From an optimization exercise on the open Yosys and OpenROAD flow, aimed at small area, a short achievable clock period and few clock cycles per item; shortcuts taken in it are not production practice.
In this exercise RTL edits were held to simulation tests only and were not proved equivalent to the original.

== oak ==
## macc_control_top
module macc_control_top (
  input logic clk,
  input logic rst_n,
  input logic mac_begin,
  input logic acc_begin,
  input macc_pkg::len_t conv_len,
  input macc_pkg::filt_t filter_num,
  input macc_pkg::data_t weight_in,
  input macc_pkg::data_t ifmap_in,
  input macc_pkg::data_t external_psum,
  input macc_pkg::acc_t internal_psum,
  output logic mul_enable,
  output logic acc_enable,
  output macc_pkg::len_t cnt_a,
  output macc_pkg::filt_t cnt_b,
  output macc_pkg::acc_t accum_out,
  output logic psum_store,
  output logic mac_finish,
  output logic acc_finish
);
  logic issue_first;
  logic issue_last;
  logic issue_end;
  logic run_acc;
  logic keep_d;
  logic use_i_d;
  logic op_last;
  logic op_end;
  macc_pkg::data_t op_w;
  logic [16:0] op_pp0;
  logic [7:0] op_one;
  logic [7:0] op_two;
  logic [7:0] op_neg;
  macc_pkg::acc_t op_i;
  psum_sequencer u_seq (
    .clk (clk),
    .rst_n (rst_n),
    .mac_begin (mac_begin),
    .acc_begin (acc_begin),
    .conv_len (conv_len),
    .filter_num (filter_num),
    .issue_first (issue_first),
    .issue_last (issue_last),
    .issue_end (issue_end),
    .run_acc (run_acc),
    .mul_enable (mul_enable),
  ...
clock: 7.0 ns
lec_check: 0
cap_margin: 20
core_margin: 2
core_utilization: 60
cts_cluster_diameter: 100
cts_cluster_size: 25
setup_slack_margin: 4.25
slew_margin: 20
synth_hierarchical: 1
synth_minimum_keep_size: 0
standard.sh (not shown) runs the stock make flow with config.mk's settings and CLKGATE_MAP_FILE= SYNTH_SCRIPT=/design/flow/synth_recipe.tcl, a recipe that flattens the netlist after the stock synthesis.
==> flow/flow/run.sh <==
#!/bin/bash
# standard layout, with the port buffers made from the smallest plain buffer
set -euo pipefail
export BUFFER_PORTS_ARGS="-buffer_cell sky130_fd_sc_hd__buf_1"
bash standard.sh > standard_flow.log 2>&1
Testbench counts of oak, summed over its fixed seeds: cycles 24,347, items 22,427.
Input changes introduced in pine (baseline for comparison: oak):
- SLEW_MARGIN: 20 -> 0
- SETUP_SLACK_MARGIN: 4.25 -> 4.2
- CAP_MARGIN: 20 -> 0
==> summary.txt <==
- pine did not stop at any stage, and its layout met the timing, design-rule and antenna checks.
- Delta (pine minus oak): worst clock skew on the final layout saw a decrease; register-to-register slack saw little to no change; final core utilization saw a decrease.
- Footprint of the multi-input gates, pine vs oak: down slightly
- Sort oak and pine by sequential share of layout area, ascending, and oak comes first.
Inputs modified between pine and birch:
- PLACE_DENSITY now 0.75, previously not set
- SLEW_MARGIN now 20, was 0
- CAP_MARGIN now 20, was 0
- CORE_UTILIZATION now 70, was 60
Notes after the runs:
- [compare] base=pine new=birch: length of routed met2 wiring picked up an extra 5.3%; number of ordinary and repair buffers in the finished layout rose by 40.
- Of birch and pine, the run reporting the higher initial antenna violation count was pine.
- birch does worse than pine on worst setup slack.
- birch ends up with lower number of well taps than pine does.
--- input diff birch..maple ---
- SETUP_SLACK_MARGIN changed from 4.2 to 4.0
- CORE_UTILIZATION changed from 70 to 60
- PLACE_DENSITY removed (was 0.75)
Notes after the runs:
| fraction of met3 tracks used by global routing | lower: maple |. From birch to maple the numbers moved as follows: clock skew went down, number of instances on the worst hold path did not really move, met2 wirelength from detailed routing went down, flop-to-flop setup slack went down. Via count delta (maple − birch): favourable. Re combined area of all synthesized cells: no difference whatsoever between birch and maple.

macc_control_top again, from the RTL that the note above started with.
// macc_control_top
module macc_control_top (
  input logic clk,
  input logic rst_n,
  input logic mac_begin,
  input logic acc_begin,
  input macc_pkg::len_t conv_len,
  input macc_pkg::filt_t filter_num,
  input macc_pkg::data_t weight_in,
  input macc_pkg::data_t ifmap_in,
  input macc_pkg::data_t external_psum,
  input macc_pkg::acc_t internal_psum,
  output logic mul_enable,
  output logic acc_enable,
  output macc_pkg::len_t cnt_a,
  output macc_pkg::filt_t cnt_b,
  output macc_pkg::acc_t accum_out,
  output logic psum_store,
  output logic mac_finish,
  output logic acc_finish
);
Settings: LEC_CHECK=0, CAP_MARGIN=20, CORE_MARGIN=2, CORE_UTILIZATION=60, CTS_CLUSTER_DIAMETER=100, CTS_CLUSTER_SIZE=25, SETUP_SLACK_MARGIN=4.3, SLEW_MARGIN=20, SYNTH_HIERARCHICAL=1, SYNTH_MINIMUM_KEEP_SIZE=0; clock period 7.0 ns.
Scripts as last shown in full above: flow/flow/run.sh
The baseline completed with no timing, DRC or antenna violations.
Testbench counts at the start, summed over its fixed seeds: cycles 24,347, items 22,427.
Rerun with:
CTS_BUF_LIST = sky130_fd_sc_hd__clkbuf_8   (was unset)
CTS_CLUSTER_DIAMETER = 60   (was 100)
CTS_CLUSTER_SIZE = 16   (was 25)
SETUP_SLACK_MARGIN = 4.2   (was 4.3)
Effect: Sequential share of layout area goes up by 1.5 points; routed wire length goes down by 5.2%; first-iteration DRC count goes down by 2.3%; utilization goes down by 3.4 points.
Rerun with:
CTS_BUF_LIST = unset   (was sky130_fd_sc_hd__clkbuf_8)
CTS_CLUSTER_DIAMETER = 100   (was 60)
CTS_CLUSTER_SIZE = 25   (was 16)
GPL_ROUTABILITY_DRIVEN = 0   (was unset)
Outcome: The changed run completed without violations. Worst hold slack is worse by 4.0 ps. Critical path depth is unchanged. Flip-flop and latch count stays the same. Count of clock-buffer cells in the layout goes down by 9. Worst setup slack is better by 5.1 ps.
Rerun with:
GPL_ROUTABILITY_DRIVEN = unset   (was 0)
SETUP_SLACK_MARGIN = 4.4   (was 4.2)
Effect:
- global-route usage increases by 1.5 points
- sequential cell count stays the same
- wire length goes up by 12%
- worst setup slack got worse by 22 ps
- cell count went up by 5.7%
- register-to-register slack degrades by 20 ps
- non-clock buffer count grows by 97
- critical path depth climbs by 4

==> afterwards: timing with drivers on the ports <==
In the flow no input, the clock included, has a driving cell. The finished layouts below were timed again as built, in two steps. Step 1: set_driving_cell puts a clkbuf_16 on clk and a buf_2 on each other input, an assumption about the parent block. Step 2 also shifts input and output timing later by t, the mid clock arrival at the registers, as if the neighbouring blocks saw the same clock. Three values: no drivers, after step 1, after step 2; two values: the first two.
run | t, ns | setup WS [ns] | slew at the worst register clock pin (ns)
oak | 0.534 | 4.245 / 4.245 / 3.942 | 0.10 / 0.10
pine | 0.526 | 4.240 / 4.240 / 3.936 | 0.10 / 0.10
birch | 0.522 | 4.229 / 4.229 / 3.944 | 0.09 / 0.09
maple | 0.531 | 4.120 / 4.120 / 3.798 | 0.09 / 0.09
the first run of note 2 | 0.533 | 4.240 / 4.240 / 3.957 | 0.10 / 0.10
the second run of note 2 | 0.595 | 4.235 / 4.235 / 3.827 | 0.10 / 0.10
the third run of note 2 | 0.526 | 4.240 / 4.240 / 3.936 | 0.10 / 0.10
the fourth run of note 2 | 0.538 | 4.217 / 4.217 / 4.083 | 0.10 / 0.10
After both steps setup and hold are still met in every run listed. The setup slack of the second run of note 2, which loses most, moves by 0.000 ns with the drivers and by -0.408 ns with both steps.
